From an optimization exercise on the open Yosys and OpenROAD flow, aimed at small area, a short achievable clock period and few clock cycles; shortcuts taken in it are not production practice.
Function was checked by simulation only, so behaviour that the tests miss may differ from the original.
No activity file was given, so power comes from the tool's default toggle rates.

==> design.v <==
package isaPkg;
	typedef struct packed {
		logic [5:0] opcode;
		logic [4:0] rs;
		logic [4:0] rt;
		logic [4:0] rd;
		logic [4:0] shamt;
		logic [5:0] funct;
	} rFormat_t;
	typedef struct packed {
		logic [5:0] opcode;
		logic [4:0] rs;
		logic [4:0] rt;
		logic [15:0] imm16;
	} iFormat_t;
	typedef union packed {
		rFormat_t rFormat;
		iFormat_t iFormat;
	} instWord_t;
	localparam logic [5:0] OP_RTYPE = 6'h00;
	localparam logic [5:0] OP_ADDI = 6'h08;
	localparam logic [5:0] OP_ANDI = 6'h0c;
	localparam logic [5:0] OP_ORI = 6'h0d;
	localparam logic [5:0] OP_LW = 6'h23;
	localparam logic [5:0] OP_SW = 6'h2b;
	localparam logic [5:0] FN_ADD = 6'h20;
	localparam logic [5:0] FN_SUB = 6'h22;
	localparam logic [5:0] FN_AND = 6'h24;
	localparam logic [5:0] FN_OR = 6'h25;
	localparam logic [5:0] FN_SLT = 6'h2a;
endpackage
package pipePkg;
	typedef enum logic [2:0] {
		ALU_ADD,
		ALU_SUB,
		ALU_AND,
		ALU_OR,
		ALU_SLT  
	} aluOp_t;
	typedef enum logic {
		WB_ALU,
		WB_MEM
	} wbSrc_t;
endpackage
`timescale 1ns/10ps
module registerFile (
	input logic clk,
	input logic rst,
	input logic [4:0] rsAddr,
	input logic [4:0] rtAddr,
	input logic [4:0] wrAddr,
	input logic wrEn,
	input logic [31:0] wrData,
	output logic [31:0] rsData,
	output logic [31:0] rtData
);
	logic [31:0] regs [1:32-1];  
	always_ff @(posedge clk) begin
		if (rst) begin
			for (int i = 1; i < 32; i++)
				regs[i] <= '0;
		end else if (wrEn && wrAddr != 5'd0) begin
			regs[wrAddr] <= wrData;
		end
	end
	assign rsData = (rsAddr == 5'd0) ? 32'd0 :
		(wrEn && wrAddr == rsAddr) ? wrData : regs[rsAddr];
	assign rtData = (rtAddr == 5'd0) ? 32'd0 :
		(wrEn && wrAddr == rtAddr) ? wrData : regs[rtAddr];
endmodule
`timescale 1ns/10ps
module fetchDecode (
	input logic clk,
	input logic rst,
	input isaPkg::instWord_t inst,
	input logic instValid,
	output logic instReady,
	input logic exLoad,
	input logic [4:0] exDest,
	output logic [4:0] rfRsAddr,
	output logic [4:0] rfRtAddr,
	input logic [31:0] rfRsData,
	input logic [31:0] rfRtData,
	output logic idValid,
	output logic idRegWe,
	output logic idMemRe,
	output logic idMemWe,
	output logic idUseImm,
	output pipePkg::aluOp_t idAluOp,
	output pipePkg::wbSrc_t idWbSrc,
	output logic [4:0] idRs,
	output logic [4:0] idRt,
	output logic [4:0] idDest,
	output logic [31:0] idRsValue,
	output logic [31:0] idRtValue,
	output logic [31:0] idImm
);
	isaPkg::instWord_t ifIdInst;
	logic ifIdValid;
	logic runReg;  
	logic accept;
	logic loadUseStall;
	logic usesRt;
	logic decRegWe;
	logic signExt;
	assign accept = instValid && instReady;
	assign instReady = runReg && !loadUseStall;
	always_ff @(posedge clk) begin
		if (rst) begin
			runReg <= 1'b0;
			ifIdValid <= 1'b0;
		end else begin
			runReg <= 1'b1;
			if (!loadUseStall)
				ifIdValid <= accept;  
		end
	end
	always_ff @(posedge clk) begin
		if (accept)
			ifIdInst <= inst;
	end
	always_comb begin
		decRegWe = 1'b0;
		idMemRe = 1'b0;
		idMemWe = 1'b0;
		idUseImm = 1'b1;
		idAluOp = pipePkg::ALU_ADD;
		idWbSrc = pipePkg::WB_ALU;
		idDest = ifIdInst.iFormat.rt;
		usesRt = 1'b0;
		signExt = 1'b1;
		case (ifIdInst.rFormat.opcode)
			isaPkg::OP_RTYPE: begin
				idUseImm = 1'b0;
				idDest = ifIdInst.rFormat.rd;
				usesRt = 1'b1;
				decRegWe = 1'b1;
				case (ifIdInst.rFormat.funct)
					isaPkg::FN_ADD: idAluOp = pipePkg::ALU_ADD;
					isaPkg::FN_SUB: idAluOp = pipePkg::ALU_SUB;
					isaPkg::FN_AND: idAluOp = pipePkg::ALU_AND;
					isaPkg::FN_OR: idAluOp = pipePkg::ALU_OR;
					isaPkg::FN_SLT: idAluOp = pipePkg::ALU_SLT;
					default: decRegWe = 1'b0;  
				endcase
			end
			isaPkg::OP_ADDI: decRegWe = 1'b1;
			isaPkg::OP_ANDI: begin
				decRegWe = 1'b1;
				idAluOp = pipePkg::ALU_AND;
				signExt = 1'b0;
			end
			isaPkg::OP_ORI: begin
				decRegWe = 1'b1;
				idAluOp = pipePkg::ALU_OR;
				signExt = 1'b0;
			end
			isaPkg::OP_LW: begin
				decRegWe = 1'b1;
				idMemRe = 1'b1;
				idWbSrc = pipePkg::WB_MEM;
			end
			isaPkg::OP_SW: begin
				idMemWe = 1'b1;
				usesRt = 1'b1;  
			end
			default: ;
		endcase
	end
	assign idRegWe = decRegWe && (idDest != 5'd0);
	assign idImm = signExt ? {{16{ifIdInst.iFormat.imm16[15]}}, ifIdInst.iFormat.imm16}
		: {16'd0, ifIdInst.iFormat.imm16};
	assign rfRsAddr = ifIdInst.rFormat.rs;
	assign rfRtAddr = ifIdInst.rFormat.rt;
	assign idRs = ifIdInst.rFormat.rs;
	assign idRt = ifIdInst.rFormat.rt;
	assign idRsValue = rfRsData;
	assign idRtValue = rfRtData;
	assign loadUseStall = ifIdValid && exLoad &&
		(idRs == exDest || (usesRt && idRt == exDest));
	assign idValid = ifIdValid && !loadUseStall;  
endmodule
`timescale 1ns/10ps
module executeStage (
	input logic clk,
	input logic rst,
	input logic idValid,
	input logic idRegWe,
	input logic idMemRe,
	input logic idMemWe,
	input logic idUseImm,
	input pipePkg::aluOp_t idAluOp,
	input pipePkg::wbSrc_t idWbSrc,
	input logic [4:0] idRs,
	input logic [4:0] idRt,
	input logic [4:0] idDest,
	input logic [31:0] idRsValue,
	input logic [31:0] idRtValue,
	input logic [31:0] idImm,
	input logic [4:0] memDest,
	input logic memRegWe,
	input logic [31:0] memAluResult,
	input logic [4:0] wbDest,
	input logic wbRegWe,
	input logic [31:0] wbData,
	output logic exLoad,
	output logic [4:0] exDest,
	output logic exValid,
	output logic exRegWe,
	output logic exMemRe,
	output logic exMemWe,
	output pipePkg::wbSrc_t exWbSrc,
	output logic [31:0] exAluResult,
	output logic [31:0] exStoreData,
	output logic [4:0] exDestOut
);
	logic useImmQ;
	pipePkg::aluOp_t aluOpQ;
	logic [4:0] rsQ, rtQ, destQ;
	logic [31:0] rsValueQ, rtValueQ, immQ;
	logic fwdRsMem, fwdRtMem;
	logic rtUsed;
	logic memIsLoad;  
	logic [31:0] opA, opB;
	always_ff @(posedge clk) begin
		if (rst) begin
			exValid <= 1'b0;
			exRegWe <= 1'b0;
			exMemRe <= 1'b0;
			exMemWe <= 1'b0;
			memIsLoad <= 1'b0;
		end else begin
			exValid <= idValid;
			exRegWe <= idValid && idRegWe;
			exMemRe <= idValid && idMemRe;
			exMemWe <= idValid && idMemWe;
			memIsLoad <= exLoad;
		end
	end
	always_ff @(posedge clk) begin
		useImmQ <= idUseImm;
		aluOpQ <= idAluOp;
		exWbSrc <= idWbSrc;
		rsQ <= idRs;
		rtQ <= idRt;
		destQ <= idDest;
		rsValueQ <= idRsValue;
		rtValueQ <= idRtValue;
		immQ <= idImm;
	end
	assign fwdRsMem = memRegWe && memDest == rsQ;
	assign fwdRtMem = memRegWe && memDest == rtQ;
	assign rtUsed = !useImmQ || exMemWe;
	assign opA = fwdRsMem ? memAluResult :
		(wbRegWe && wbDest == rsQ) ? wbData : rsValueQ;
	assign exStoreData = fwdRtMem ? memAluResult :
		(wbRegWe && wbDest == rtQ) ? wbData : rtValueQ;
	assign opB = useImmQ ? immQ : exStoreData;
	always_comb begin
		case (aluOpQ)
			pipePkg::ALU_SUB: exAluResult = opA - opB;
			pipePkg::ALU_AND: exAluResult = opA & opB;
			pipePkg::ALU_OR: exAluResult = opA | opB;
			pipePkg::ALU_SLT: exAluResult = {31'd0, $signed(opA) < $signed(opB)};
			default: exAluResult = opA + opB;  
		endcase
	end
	assign exLoad = exValid && exMemRe && exRegWe;
	assign exDest = destQ;
	assign exDestOut = destQ;
endmodule
`timescale 1ns/10ps
module memoryStage (
	input logic clk,
	input logic rst,
	input logic exValid,
	input logic exRegWe,
	input logic exMemRe,
	input logic exMemWe,
	input pipePkg::wbSrc_t exWbSrc,
	input logic [31:0] exAluResult,
	input logic [31:0] exStoreData,
	input logic [4:0] exDest,
	output logic [4:0] memDest,
	output logic memRegWe,
	output logic [31:0] memAluResult,
	output logic memWr,
	output logic [6-1:0] memAddr,
	output logic [31:0] memData,
	output logic regWrite,
	output logic [4:0] regAddr,
	output logic [31:0] regData
);
	logic validQ, regWeQ, memReQ, memWeQ;
	pipePkg::wbSrc_t wbSrcQ, wbSelQ;
	logic [31:0] dataMem [64];
	logic [31:0] loadData;
	logic [31:0] wbLoadQ, wbAluQ;
	always_ff @(posedge clk) begin
		if (rst) begin
			validQ <= 1'b0;
			regWeQ <= 1'b0;
			memReQ <= 1'b0;
			memWeQ <= 1'b0;
		end else begin
			validQ <= exValid;
			regWeQ <= exRegWe;
			memReQ <= exMemRe;
			memWeQ <= exMemWe;
		end
	end
	always_ff @(posedge clk) begin
		wbSrcQ <= exWbSrc;
		memAluResult <= exAluResult;
		memData <= exStoreData;
		memDest <= exDest;
	end
	assign memRegWe = validQ && regWeQ;
	assign memWr = validQ && memWeQ;
	assign memAddr = memAluResult[6+1:2];  
	always_ff @(posedge clk) begin
		if (rst) begin
			for (int i = 0; i < 64; i++)
				dataMem[i] <= '0;
		end else if (memWr) begin
			dataMem[memAddr] <= memData;
		end
	end
	assign loadData = dataMem[memAddr];
	always_ff @(posedge clk) begin
		if (rst)
			regWrite <= 1'b0;
		else
			regWrite <= memRegWe;
	end
	always_ff @(posedge clk) begin
		wbSelQ <= wbSrcQ;
		regAddr <= memDest;
		wbLoadQ <= loadData;
		wbAluQ <= memAluResult;
	end
	assign regData = (wbSelQ == pipePkg::WB_MEM) ? wbLoadQ : wbAluQ;
endmodule
`timescale 1ns/10ps
module mips32Top (
	input logic clk,
	input logic rst,
	input logic [31:0] inst,
	input logic instValid,
	output logic instReady,
	output logic regWrite,
	output logic [4:0] regAddr,
	output logic [31:0] regData,
	output logic memWr,
	output logic [6-1:0] memAddr,
	output logic [31:0] memData
);
	logic idValid, idRegWe, idMemRe, idMemWe, idUseImm;
	pipePkg::aluOp_t idAluOp;
	pipePkg::wbSrc_t idWbSrc;
	logic [4:0] idRs, idRt, idDest;
	logic [31:0] idRsValue, idRtValue, idImm;
	logic [4:0] rfRsAddr, rfRtAddr;
	logic [31:0] rfRsData, rfRtData;
	logic exLoad, exValid, exRegWe, exMemRe, exMemWe;
	logic [4:0] exDest, exDestOut;
	pipePkg::wbSrc_t exWbSrc;
	logic [31:0] exAluResult, exStoreData;
	logic [4:0] memDest;
	logic memRegWe;
	logic [31:0] memAluResult;
	fetchDecode fetchDecode (
		.clk, .rst, .inst, .instValid, .instReady,
		.exLoad, .exDest,
		.rfRsAddr, .rfRtAddr, .rfRsData, .rfRtData,
		.idValid, .idRegWe, .idMemRe, .idMemWe, .idUseImm,
		.idAluOp, .idWbSrc, .idRs, .idRt, .idDest,
		.idRsValue, .idRtValue, .idImm
	);
	registerFile registerFile (
		.clk, .rst,
		.rsAddr (rfRsAddr),
		.rtAddr (rfRtAddr),
		.wrAddr (regAddr),
		.wrEn (regWrite),
		.wrData (regData),
		.rsData (rfRsData),
		.rtData (rfRtData)
	);
	executeStage executeStage (
		.clk, .rst,
		.idValid, .idRegWe, .idMemRe, .idMemWe, .idUseImm,
		.idAluOp, .idWbSrc, .idRs, .idRt, .idDest,
		.idRsValue, .idRtValue, .idImm,
		.memDest, .memRegWe, .memAluResult,
		.wbDest (regAddr), .wbRegWe (regWrite), .wbData (regData),  
		.exLoad, .exDest, .exValid, .exRegWe, .exMemRe, .exMemWe,
		.exWbSrc, .exAluResult, .exStoreData, .exDestOut
	);
	memoryStage memoryStage (
		.clk, .rst,
		.exValid, .exRegWe, .exMemRe, .exMemWe, .exWbSrc,
		.exAluResult, .exStoreData,
		.exDest (exDestOut),
		.memDest, .memRegWe, .memAluResult,
		.memWr, .memAddr, .memData,
		.regWrite, .regAddr, .regData
	);
endmodule
==> run.sh <==
#!/bin/bash
# synth_recipe.tcl (not shown) runs the flow's synth.tcl, then flattens the netlist and writes it again
# the make line also repeats each setting of config.mk as NAME=value (left out here)
make -C /OpenROAD-flow-scripts/flow DESIGN_CONFIG=/design/flow/config.mk WORK_HOME=/design/flow/orfs CLKGATE_MAP_FILE= SYNTH_SCRIPT=/design/flow/synth_recipe.tcl finish
==> config.mk <==
export PLATFORM = sky130hd
export DESIGN_NAME = mips32Top
export DESIGN_NICKNAME = mips32Top
export VERILOG_FILES = /design/flow/design.v
export SDC_FILE = /design/flow/constraint.sdc
export NUM_CORES = 4
export LEC_CHECK = 0
export CAP_MARGIN = 20
export CORE_MARGIN = 2
export CORE_UTILIZATION = 40
export SLEW_MARGIN = 20
==> constraint.sdc <==
create_clock -name core_clock -period 6.0 [get_ports {clk}]
set_input_delay 1.2000 -clock core_clock [delete_from_list [all_inputs] [get_ports {clk}]]
set_output_delay 1.2000 -clock core_clock [all_outputs]
set_load 0.01 [all_outputs]
==> notes.md <==
==> how the worst min path moves through the flow <==
stage                               startpoint  depth (start not counted)            endpoint
after floorplan             memoryStage.wbSrcQ                          0  memoryStage.wbSelQ
final                       memoryStage.wbSrcQ                          0  memoryStage.wbSelQ
after global placement    executeStage.exWbSrc                          0  memoryStage.wbSrcQ
after global routing        memoryStage.wbSrcQ                          0  memoryStage.wbSelQ
after detailed placement    memoryStage.wbSrcQ                          0  memoryStage.wbSelQ
after CTS                   memoryStage.wbSrcQ                          0  memoryStage.wbSelQ
==> cells in the final DEF, fill, tap and decap left out, types with 43 or more instances in the layout <==
cell type and count:
inv_1 127, o21ai_0 70, clkdlybuf4s50_1 112, dfxtp_1 217
a21oi_1 159, and2_1 2055, nor4_1 43, a31oi_1 242
o21ai_4 64, ha_1 96, nor2_2 64, mux4_2 640
buf_4 420, nand2_1 111, clkbuf_1 59, clkbuf_16 362
nor2b_1 85, nand2_2 63, a22oi_1 551, clkinv_2 58
clkinv_1 85, mux2_2 71, nor2_1 1155, a22o_1 238
buf_12 59, a221oi_1 255, a211oi_1 141, edfxtp_1 3104
==> stage by stage <==
stage	instance area (sq um)	hold slack, ps	instances	utilization (%)	worst slack, ps
2_1_floorplan	155000	310	11200	-	1210
3_3_place_gp	164000	327	15800	42.5	549
3_5_place_dp	164000	323	15800	42.6	607
4_1_cts	175000	334	16500	45.5	538
5_1_grt	175000	336	16500	45.5	197
6_report	176000	333	16500	45.5	492
==> worst max-delay path, stage by stage (launching register included) <==
cell	delay, ps
dfxtp_1	670
xor2_1	200
nor4_1	80
and3_2	240
buf_12	200
nor2_1	120
a21oi_1	60
mux2_2	280
mux2i_1	320
inv_1	130
ha_1	240
fa_1	470
nand2b_1	190
a211oi_1	300
buf_4	190
and3_1	240
nor4b_1	100
o21ai_1	390
a221o_1	320
nand4_1	200
a221oi_1	300
a21oi_1	70
==> cells by family after synthesis <==
family          Yosys count
buf+inv                1296
fa+ha+maj                98
flops                  3365
xor+xnor                 46
mux                     763
compound gates         1870
other cells               1
simple gates           3755
==> registers in the layout, summed over array words and instances, names as in the netlist, 5 cells and up, named ones only <==
name,cells
memoryStage.memDest,5
executeStage.destQ,5
executeStage.rsQ,5
executeStage.immQ,17
executeStage.rsValueQ,32
fetchDecode.ifIdInst,32
memoryStage.regAddr,5
memoryStage.wbAluQ,32
registerFile.regs,1024
executeStage.rtValueQ,32
executeStage.rtQ,5
memoryStage.memData,32
memoryStage.memAluResult,32
memoryStage.dataMem,2048
memoryStage.wbLoadQ,32
==> routing by layer <==
| metal | vias to the layer above | share of wire (%) | global-route usage (%) |
|---|---|---|---|
| met5 | - | 0.020 | 0 |
| met4 | 10 | 4.4 | 11.0 |
| met3 | 1079 | 12 | 6.47 |
| met2 | 6672 | 45 | 41.6 |
| met1 | 53100 | 39 | 38.2 |
| li1 | 41700 | - | - |
==> where the power goes <==
group / internal, mW / switching [mW]
clock: 12.4 / 9.61
combinational: 3.52 / 8.88
sequential: 26.7 / 0.920
total: 42.6 / 19.4
==> final cells by class <==
cell class                 count  area [sq um]  area share, %
antenna                       10          25.0         0.0143
timing repair buffer         596          5590           3.19
clock buffer                 439          9530           5.43
clock inverter               204          1860           1.06
inverter                     130           495          0.282
tap                         5175          6470           3.69
multi-input combinational   6564         53000           30.2
sequential                  3365         98500           56.1
==> impl_metrics.env <==
export IMPL_die_w_um=626
export IMPL_timing_fmax_ghz=0.182
export IMPL_hpwl_um=323000
export IMPL_synth_compound_area_share_pct=8.86
export IMPL_drtPass1Iterations=6
export IMPL_vias_per_cell=6.22
export IMPL_numCtsBuffers=357
export IMPL_final_max_slew_viol_count=0
export IMPL_syn_to_final_growth_pct=13.5
export IMPL_rsz0062_at_grt="false"
export IMPL_synth_top_family_by_area="simple AND/OR/NAND/NOR gates"
export IMPL_post_synth_fa_ha_maj_area_fraction_pct=0.803
export IMPL_synth_cell_types=86
export IMPL_synth_mux_area_share_pct=10.2
export IMPL_final_min_clock_period_ps=5510
export IMPL_clock_sinks=3365
export IMPL_synth_edf_count=3104
export IMPL_routabilityCongestion=0.877
export IMPL_grt_usage_pct=27.5
export IMPL_synth_warnings=4
export IMPL_tightest_slew_ps=1240
export IMPL_p_total_mw=62.1
export IMPL_fin_tns_setup_ps=0
export IMPL_drv_cap=0
export IMPL_path_max_fanout=63
export IMPL_ioPinCount=113
export IMPL_drc=0
export IMPL_cts_max_level=5
export IMPL_grt_start_max_net_pins=86
export IMPL_drive_gt1_share_pct=18.0
export IMPL_core_area_sq_um=385000
export IMPL_grt_overflow=0
export IMPL_crit_end="memoryStage.memAluResult[28]"
export IMPL_synth_async_reset_ratio_pct=0
export IMPL_die_area_sq_um=392000
export IMPL_std_cell_rows=228
export IMPL_wire_per_inst_um=33.3
export IMPL_worstRegToRegCells=21
export IMPL_cp_data_required_time_ps=6770
export IMPL_ys_flop_type="edfxtp_1"
export IMPL_finalCritPeriodShare_pct=91.8
export IMPL_power_density_nw_per_um2=354
export IMPL_start_util_pct=40.1
export IMPL_synth_top_area_share_pct=60.3
export IMPL_p_leak_nw=62.0
export IMPL_fill_cells=33600
export IMPL_setup_viol=0
export IMPL_portBuffers=112
export IMPL_synth_simple_area_share_pct=13.0
export IMPL_rr_endpoint="memoryStage.memAluResult[28]"
export IMPL_insertion_delay_ps=970
export IMPL_ctsHoldBuffers=0
export IMPL_cts_root_buf="clkbuf_16"
export IMPL_ir_drop_mv=0.250
export IMPL_grt_pass1_vias=102000
export IMPL_syn_area_per_cell_sq_um=13.8
export IMPL_cts_max_path_buffers=4
export IMPL_synth_xor_area_share_pct=0.261
export IMPL_outcome="finished clean"
export IMPL_fin_worst_skew_ps=108
export IMPL_postSynthRegisterBits=3365
export IMPL_grt_pass1_wl_um=770000
export IMPL_endpoint_kind="flop"
export IMPL_hold_path_class="reg2reg"
export IMPL_relSlewSlack_pct=16.3
export IMPL_synthMostInstantiatedCell="edfxtp_1"
export IMPL_yosys_top_cells_count="3104 x edfxtp_1, 2055 x and2_1, 1222 x nor2_1"
export IMPL_vias=102000
export IMPL_synth_area_sq_um=155000
export IMPL_post_cts_setup_buffers=0
export IMPL_ant_nets=0
export IMPL_synthCells=11200
export IMPL_r2r_slack_ps=490
export IMPL_yosysSeqAreaShare_pct=63.7
export IMPL_startpoint_type="flop"
export IMPL_routed_wl_um=549000
export IMPL_first_iter_violations=15600
export IMPL_cts_tree="yes"
export IMPL_cp_startpoint="memoryStage.regAddr[3]"
export IMPL_crit_arrival_ps=6280
export IMPL_antenna_found_initial=39
export IMPL_path_class="reg2reg"
export IMPL_path_clk_slew_ps=60
export IMPL_die_h_um=626
export IMPL_yosysTopAreaCell="edfxtp_1"
export IMPL_worstReg2RegStart="memoryStage.regAddr[3]"
export IMPL_ctsResizeCount=0
export IMPL_hold_viol_final=0
export IMPL_netlist_top_cells_area="edfxtp_1 60%, mux4_2 9.3%, and2_1 8.3%"
export IMPL_fin_nets=11100
Testbench counts, summed over its fixed seeds: cycles 16,403.

-- what the ideal ports hide --
In the flow no input, the clock included, has a driving cell. The finished layout below was timed again as built, in two steps. Step 1: set_driving_cell puts a clkbuf_16 on clk and a buf_2 on each other input, an assumption about the parent block. Step 2, shift: input delay + t, output delay - t, t = (earliest + latest rising clock arrival at the registers) / 2. This alone moves slack from input paths to output paths. a / b / c = ideal / step 1 / step 2; a / b = the first two.
t (ns): 1.026
setup WS [ns]: 0.492 / 0.492 / 0.492
worst setup path after step 2: register to register
latest minus earliest clock arrival (ns): 0.112 / 0.112
After both steps this run still meets setup and hold. The setup slack of this run moves by 0.000 ns with the drivers and by 0.000 ns with both steps.
